What follows belongs to an exercise in optimizing a design on an open flow for small area; a production flow would make more cautious choices.
The RTL was checked by simulation tests, not by an equivalence proof against the original design.
Power is estimated from default activity; no workload was simulated.

==> trial 71: inputs <==
==> flow/design.v <==
package sample_bridge_pkg;
    localparam int DEF_CHANNELS   = 2;
    localparam int DEF_SAMPLE_W   = 32;
    localparam int DEF_FIFO_DEPTH = 16;
    localparam int DEF_DIV_W      = 16;
    function automatic int idx_w(input int n);
        idx_w = (n > 1) ? $clog2(n) : 1;
    endfunction
    function automatic int level_w(input int depth);
        level_w = $clog2(depth) + 1;
    endfunction
    function automatic int frame_w(input int channels, input int sample_w);
        frame_w = channels * sample_w;
    endfunction
endpackage
module sample_frame_fifo
#(
    parameter int WIDTH = 64,
    parameter int DEPTH = sample_bridge_pkg::DEF_FIFO_DEPTH,
    parameter int WORD_W = 32,
    localparam int NWORD = WIDTH / WORD_W,
    localparam int CSW = sample_bridge_pkg::idx_w(NWORD),
    localparam int AW = $clog2(DEPTH),
    localparam int LW = sample_bridge_pkg::level_w(DEPTH)
) (
    input  logic             clk,
    input  logic             rst,
    input  logic             push,
    input  logic             pop,
    input  logic [WIDTH-1:0] din,
    input  logic [CSW-1:0]   rd_sel,
    output logic [WORD_W-1:0] rd_word,
    output logic             full,
    output logic             empty,
    output logic [LW-1:0]    level
);
    logic [WIDTH-1:0] mem_r [DEPTH];
    logic [LW-1:0]    level_r;
    logic             push_s;
    logic             pop_s;
    assign full   = (level_r == LW'(DEPTH));
    assign empty  = (level_r == {LW{1'b0}});
    assign push_s = push && !full;
    assign pop_s  = pop && !empty;
    assign level  = level_r;
    logic [DEPTH*NWORD-1:0]        rd_onehot_s;
    logic [DEPTH*WIDTH-1:0]        mem_flat_s;
    for (genvar i = 0; i < DEPTH; i++) begin : g_slot
        for (genvar c = 0; c < NWORD; c++) begin : g_word
            assign rd_onehot_s[i*NWORD + c] = (level_r[AW-1:0] == AW'(i)) && (rd_sel == CSW'(c));
        end
        assign mem_flat_s[i*WIDTH +: WIDTH] = mem_r[i];
    end
    sample_frame_and_or #(
        .N (DEPTH * NWORD),
        .W (WORD_W)
    ) u_rd (
        .sel  (rd_onehot_s),
        .data (mem_flat_s),
        .q    (rd_word)
    );
    always_ff @(posedge clk) begin
        if (push_s) begin
            for (int i = 0; i < DEPTH; i++) begin
                mem_r[i] <= (i == 1) ? din : mem_r[(i + DEPTH - 1) % DEPTH];
            end
        end
    end
    always_ff @(posedge clk or posedge rst) begin
        if (rst) begin
            level_r <= {LW{1'b0}};
        end else begin
            case ({push_s, pop_s})
                2'b10:   level_r <= level_r + LW'(1);
                2'b01:   level_r <= level_r - LW'(1);
                default: level_r <= level_r;
            endcase
        end
    end
endmodule
module sample_frame_and_or
#(
    parameter int N = 32,
    parameter int W = 32,
    localparam int NG = (N + 2) / 3
) (
    input  logic [N-1:0]   sel,
    input  logic [N*W-1:0] data,
    output logic [W-1:0]   q
);
    logic [W-1:0] grp_n [NG];
    always_comb begin
        for (int g = 0; g < NG; g++) begin
            grp_n[g] = {W{1'b1}};
            for (int t = 3 * g; t < 3 * g + 3 && t < N; t++) begin
                grp_n[g] = grp_n[g] & ~(data[t*W +: W] & {W{sel[t]}});
            end
        end
    end
    always_comb begin
        q = {W{1'b0}};
        for (int g = 0; g < NG; g += 4) begin
            logic [W-1:0] all_n;
            all_n = {W{1'b1}};
            for (int h = g; h < g + 4 && h < NG; h++) begin
                all_n = all_n & grp_n[h];
            end
            q = q | ~all_n;
        end
    end
endmodule
module sample_frame_bridge
#(
    parameter int CHANNELS   = sample_bridge_pkg::DEF_CHANNELS,
    parameter int SAMPLE_W   = sample_bridge_pkg::DEF_SAMPLE_W,
    parameter int FIFO_DEPTH = sample_bridge_pkg::DEF_FIFO_DEPTH,
    parameter int DIV_W      = sample_bridge_pkg::DEF_DIV_W,
    localparam int CW = sample_bridge_pkg::idx_w(CHANNELS),
    localparam int LW = sample_bridge_pkg::level_w(FIFO_DEPTH),
    localparam int FW = sample_bridge_pkg::frame_w(CHANNELS, SAMPLE_W)
) (
    input  logic                clk_clk,
    input  logic                reset_reset,
    input  logic                enable,
    input  logic [DIV_W-1:0]    div_value,
    input  logic [FW-1:0]       sample_in,
    output logic                sample_clk,
    output logic [SAMPLE_W-1:0] rd_data,
    output logic [CW-1:0]       rd_chan,
    output logic                rd_valid,
    input  logic                rd_ready,
    input  logic [SAMPLE_W-1:0] wr_data,
    input  logic                wr_valid,
    output logic                wr_ready,
    output logic [FW-1:0]       sample_out,
    output logic [LW-1:0]       fill_level,
    output logic                overrun,
    output logic                underrun,
    input  logic                clear_flags
);
    logic [DIV_W-1:0] cnt_r;
    logic [DIV_W-1:0] cnt_nxt_s;
    logic             tick_s;
    logic             sample_clk_r;
    logic [CW-1:0]    rd_chan_r;
    logic             rd_xfer_s;
    logic             rd_last_s;
    logic             pop_s;
    logic [CW-1:0]    wr_chan_r;
    logic             wr_xfer_s;
    logic             wr_last_s;
    logic             frame_ready_r;
    logic [FW-1:0]    staging_r;
    logic [FW-1:0]    sample_out_r;
    logic             out_valid_r;
    logic             overrun_r;
    logic             underrun_r;
    logic             fifo_full_s;
    logic             fifo_empty_s;
    logic [LW-1:0]    fifo_level_s;
    sample_frame_fifo #(
        .WIDTH (FW),
        .WORD_W(SAMPLE_W),
        .DEPTH (FIFO_DEPTH)
    ) u_fifo (
        .clk   (clk_clk),
        .rst   (reset_reset),
        .push  (tick_s),
        .pop   (pop_s),
        .din   (sample_in),
        .rd_sel (rd_chan_r),
        .rd_word(rd_data),
        .full  (fifo_full_s),
        .empty (fifo_empty_s),
        .level (fifo_level_s)
    );
    assign rd_xfer_s = !fifo_empty_s && rd_ready;
    assign rd_last_s = (rd_chan_r == CW'(CHANNELS - 1));
    assign pop_s     = rd_xfer_s && rd_last_s;
    assign wr_xfer_s = wr_valid && !frame_ready_r;
    assign wr_last_s = (wr_chan_r == CW'(CHANNELS - 1));
    assign sample_clk = sample_clk_r;
    assign rd_chan    = rd_chan_r;
    assign rd_valid   = !fifo_empty_s;
    assign wr_ready   = !frame_ready_r;
    assign sample_out = sample_out_r & {FW{out_valid_r}};
    assign fill_level = fifo_level_s;
    assign overrun    = overrun_r;
    assign underrun   = underrun_r;
    always_comb begin
        tick_s    = 1'b0;
        cnt_nxt_s = {DIV_W{1'b0}};
        if (!enable) begin
            tick_s    = 1'b0;
            cnt_nxt_s = {DIV_W{1'b0}};
        end else if (cnt_r >= div_value) begin
            tick_s    = 1'b1;
            cnt_nxt_s = {DIV_W{1'b0}};
        end else begin
            tick_s    = 1'b0;
            cnt_nxt_s = cnt_r + DIV_W'(1);
        end
    end
    always_ff @(posedge clk_clk or posedge reset_reset) begin
        if (reset_reset) begin
            cnt_r        <= {DIV_W{1'b0}};
            sample_clk_r <= 1'b0;
        end else begin
            cnt_r        <= cnt_nxt_s;
            sample_clk_r <= tick_s;
        end
    end
    always_ff @(posedge clk_clk or posedge reset_reset) begin
        if (reset_reset) begin
            rd_chan_r <= {CW{1'b0}};
        end else if (rd_xfer_s) begin
            rd_chan_r <= rd_last_s ? {CW{1'b0}} : rd_chan_r + CW'(1);
        end
    end
    for (genvar c = 0; c < CHANNELS; c++) begin : g_staging
        always_ff @(posedge clk_clk) begin
            if (wr_xfer_s && wr_chan_r == CW'(c)) begin
                staging_r[c*SAMPLE_W +: SAMPLE_W] <= wr_data;
            end
        end
    end
    always_ff @(posedge clk_clk) begin
        if (tick_s && frame_ready_r) begin
            sample_out_r <= staging_r;
        end
    end
    always_ff @(posedge clk_clk or posedge reset_reset) begin
        if (reset_reset) begin
            wr_chan_r     <= {CW{1'b0}};
            frame_ready_r <= 1'b0;
            out_valid_r   <= 1'b0;
        end else begin
            if (wr_xfer_s) begin
                wr_chan_r <= wr_last_s ? {CW{1'b0}} : wr_chan_r + CW'(1);
            end
            if (tick_s && frame_ready_r) begin
                out_valid_r   <= 1'b1;
                frame_ready_r <= 1'b0;
            end else if (wr_xfer_s && wr_last_s) begin
                frame_ready_r <= 1'b1;
            end
        end
    end
    always_ff @(posedge clk_clk or posedge reset_reset) begin
        if (reset_reset) begin
            overrun_r  <= 1'b0;
            underrun_r <= 1'b0;
        end else begin
            if (tick_s && fifo_full_s) begin
                overrun_r <= 1'b1;
            end else if (clear_flags) begin
                overrun_r <= 1'b0;
            end
            if (tick_s && !frame_ready_r) begin
                underrun_r <= 1'b1;
            end else if (clear_flags) begin
                underrun_r <= 1'b0;
            end
        end
    end
endmodule
==> flow/run.sh <==
#!/bin/bash
# synth_recipe.tcl (not shown) runs the flow's synth.tcl, then flattens the netlist and writes it again
# the make line also repeats each setting of config.mk as NAME=value (left out here)
make -C /OpenROAD-flow-scripts/flow DESIGN_CONFIG=/design/flow/config.mk WORK_HOME=/design/flow/orfs CLKGATE_MAP_FILE= SYNTH_SCRIPT=/design/flow/synth_recipe.tcl finish
==> flow/config.mk <==
export PLATFORM = sky130hd
export DESIGN_NAME = sample_frame_bridge
export DESIGN_NICKNAME = sample_frame_bridge
export VERILOG_FILES = /design/flow/design.v
export SDC_FILE = /design/flow/constraint.sdc
export NUM_CORES = 4
export LEC_CHECK = 0
export CAP_MARGIN = 20
export CORE_MARGIN = 5
export CORE_UTILIZATION = 55
export CTS_CLUSTER_DIAMETER = 120
export CTS_CLUSTER_SIZE = 26
export SLEW_MARGIN = 20
export SYNTH_HIERARCHICAL = 1
==> flow/constraint.sdc <==
create_clock -name core_clock -period 5.0 [get_ports {clk_clk}]
set_input_delay 1.0000 -clock core_clock [delete_from_list [all_inputs] [get_ports {clk_clk}]]
set_output_delay 1.0000 -clock core_clock [all_outputs]
set_load 0.01 [all_outputs]
==> build 2: changes against trial 71 <==
==> flow/flow/run.sh (new file) <==
#!/bin/bash
# Layout flow: the standard ORFS flow with three changes.
#  1. Synthesis maps the combinational logic with flow/area_map.abc (area
#     oriented) in place of ORFS's speed script; everything else in the
#     synthesis script (synth_recipe.tcl) is unchanged.
#  2. Port buffers use sky130_fd_sc_hd__buf_1.
#  3. CTS without dummy loads, with larger sink clusters.
set -euo pipefail
here=$(pwd)
{ cat flow/abc_override.tcl; cat synth_recipe.tcl; } > area_synth.tcl
sed "s#SYNTH_SCRIPT=[^ ]*#SYNTH_SCRIPT=$here/area_synth.tcl#" standard.sh > area_standard.sh
export AREA_ABC_SCRIPT=$here/flow/area_map.abc
export BUFFER_PORTS_ARGS="-buffer_cell sky130_fd_sc_hd__buf_1"
export CTS_ARGS="-sink_clustering_enable -repair_clock_nets -dont_use_dummy_load -sink_clustering_size 26 -sink_clustering_max_diameter 120"
bash area_standard.sh "$@" > flow_make.log 2>&1
==> flow/flow/abc_override.tcl (new file) <==
# Map the combinational logic with an area-oriented ABC script instead of
# ORFS's delay-oriented one. Registers are untouched (dfflibmap runs before abc).
proc abc {args} {
  set i [lsearch $args -script]
  set a2 [lreplace $args [expr {$i + 1}] [expr {$i + 1}] $::env(AREA_ABC_SCRIPT)]
  yosys abc {*}$a2
}
==> flow/flow/area_map.abc (new file) <==
&get -n
&st
&dch
&nf
&put
==> flow/standard.sh (new file) <==
#!/bin/bash
# synth_recipe.tcl (not shown) runs the flow's synth.tcl, then flattens the netlist and writes it again
# the make line also repeats each setting of config.mk as NAME=value (left out here)
make -C /OpenROAD-flow-scripts/flow DESIGN_CONFIG=/design/flow/config.mk WORK_HOME=/design/flow/orfs CLKGATE_MAP_FILE= SYNTH_SCRIPT=/design/flow/synth_recipe.tcl "${@:-finish}"
--- a/flow/config.mk
+++ b/flow/config.mk
@@ -10,4 +10,3 @@
 export CORE_UTILIZATION = 55
-export CTS_CLUSTER_DIAMETER = 120
-export CTS_CLUSTER_SIZE = 26
+export SETUP_SLACK_MARGIN = 0.3
 export SLEW_MARGIN = 20
removed: flow/run.sh
==> summary of the runs <==
Build 2 went through all stages and came out clean. Trial 71 completed without violations. Against trial 71, the via count of build 2 is smaller by about 6%. Combinational power: trial 71 is larger than build 2 (27%). Of build 2 and trial 71, trial 71 has the higher cell count (gap 8.6%, measured against trial 71). Of trial 71 and build 2, trial 71 has the higher non-clock buffer count (gap 22). Between trial 71 and build 2, the lower worst hold slack is in build 2 (gap 0.19 ns). Of trial 71 and build 2, trial 71 has the higher global-route usage (gap 1.7 points).
==> figures <==
|  | trial 71 | build 2 |
|---|---|---|
| Share of final-layout standard cells stronger than drive strength 1 | 9.07% | 7.21% |
| Number of rows created at floorplan | 102 | 100 |
| Fraction of synthesized cell area in xor and xnor cells | 0.391% | 0.298% |
| Maximum number of pins on one net before global-route repair | 116 | 113 |
| Worst Slack Setup Final | 0.109 ns | 0.525 ns |
| Reg-to-reg critical path startpoint | cnt_r[12] | cnt_r[9] |
| Area enclosed by the die boundary | 83000 um2 | 80400 um2 |
| Longest individual stage delay on the worst path | 0.82 ns | 0.64 ns |
| Resized Gates After CTS | 2 | 0 |
| Run status | complete, no violations | complete, no violations |
| Final design utilization | 62.9% | 61.2% |
| Leakage power figure | 0.0149 uW | 0.0140 uW |
| Complex-gate fraction of the synthesized area | 9.50% | 8.84% |

[afterwards: timing with drivers on the ports]
No port has a modelled driver above. Below, the same layouts with a new extraction and two added sets of constraints.
Step 1 sets driving cells, clkbuf_16 on the clock port and buf_2 on the other inputs (assumed; they add their load-dependent delay and slew).
Step 2, shift: input delay + t, output delay - t, t = (earliest + latest rising clock arrival at the registers) / 2. This alone moves slack from input paths to output paths.
Three values: ideal ports, drivers, drivers and shift; two values: the first two.
| run | shift t [ns] | setup slack, ns | hold slack, ns |
|---|---|---|---|
| trial 71 | 0.691 | 0.109 / 0.044 / 0.363 | 0.420 / 0.420 / 0.420 |
| build 2 | 0.682 | 0.525 / 0.459 / 0.723 | 0.228 / 0.187 / 0.425 |
After both steps every run listed still meets setup and hold.
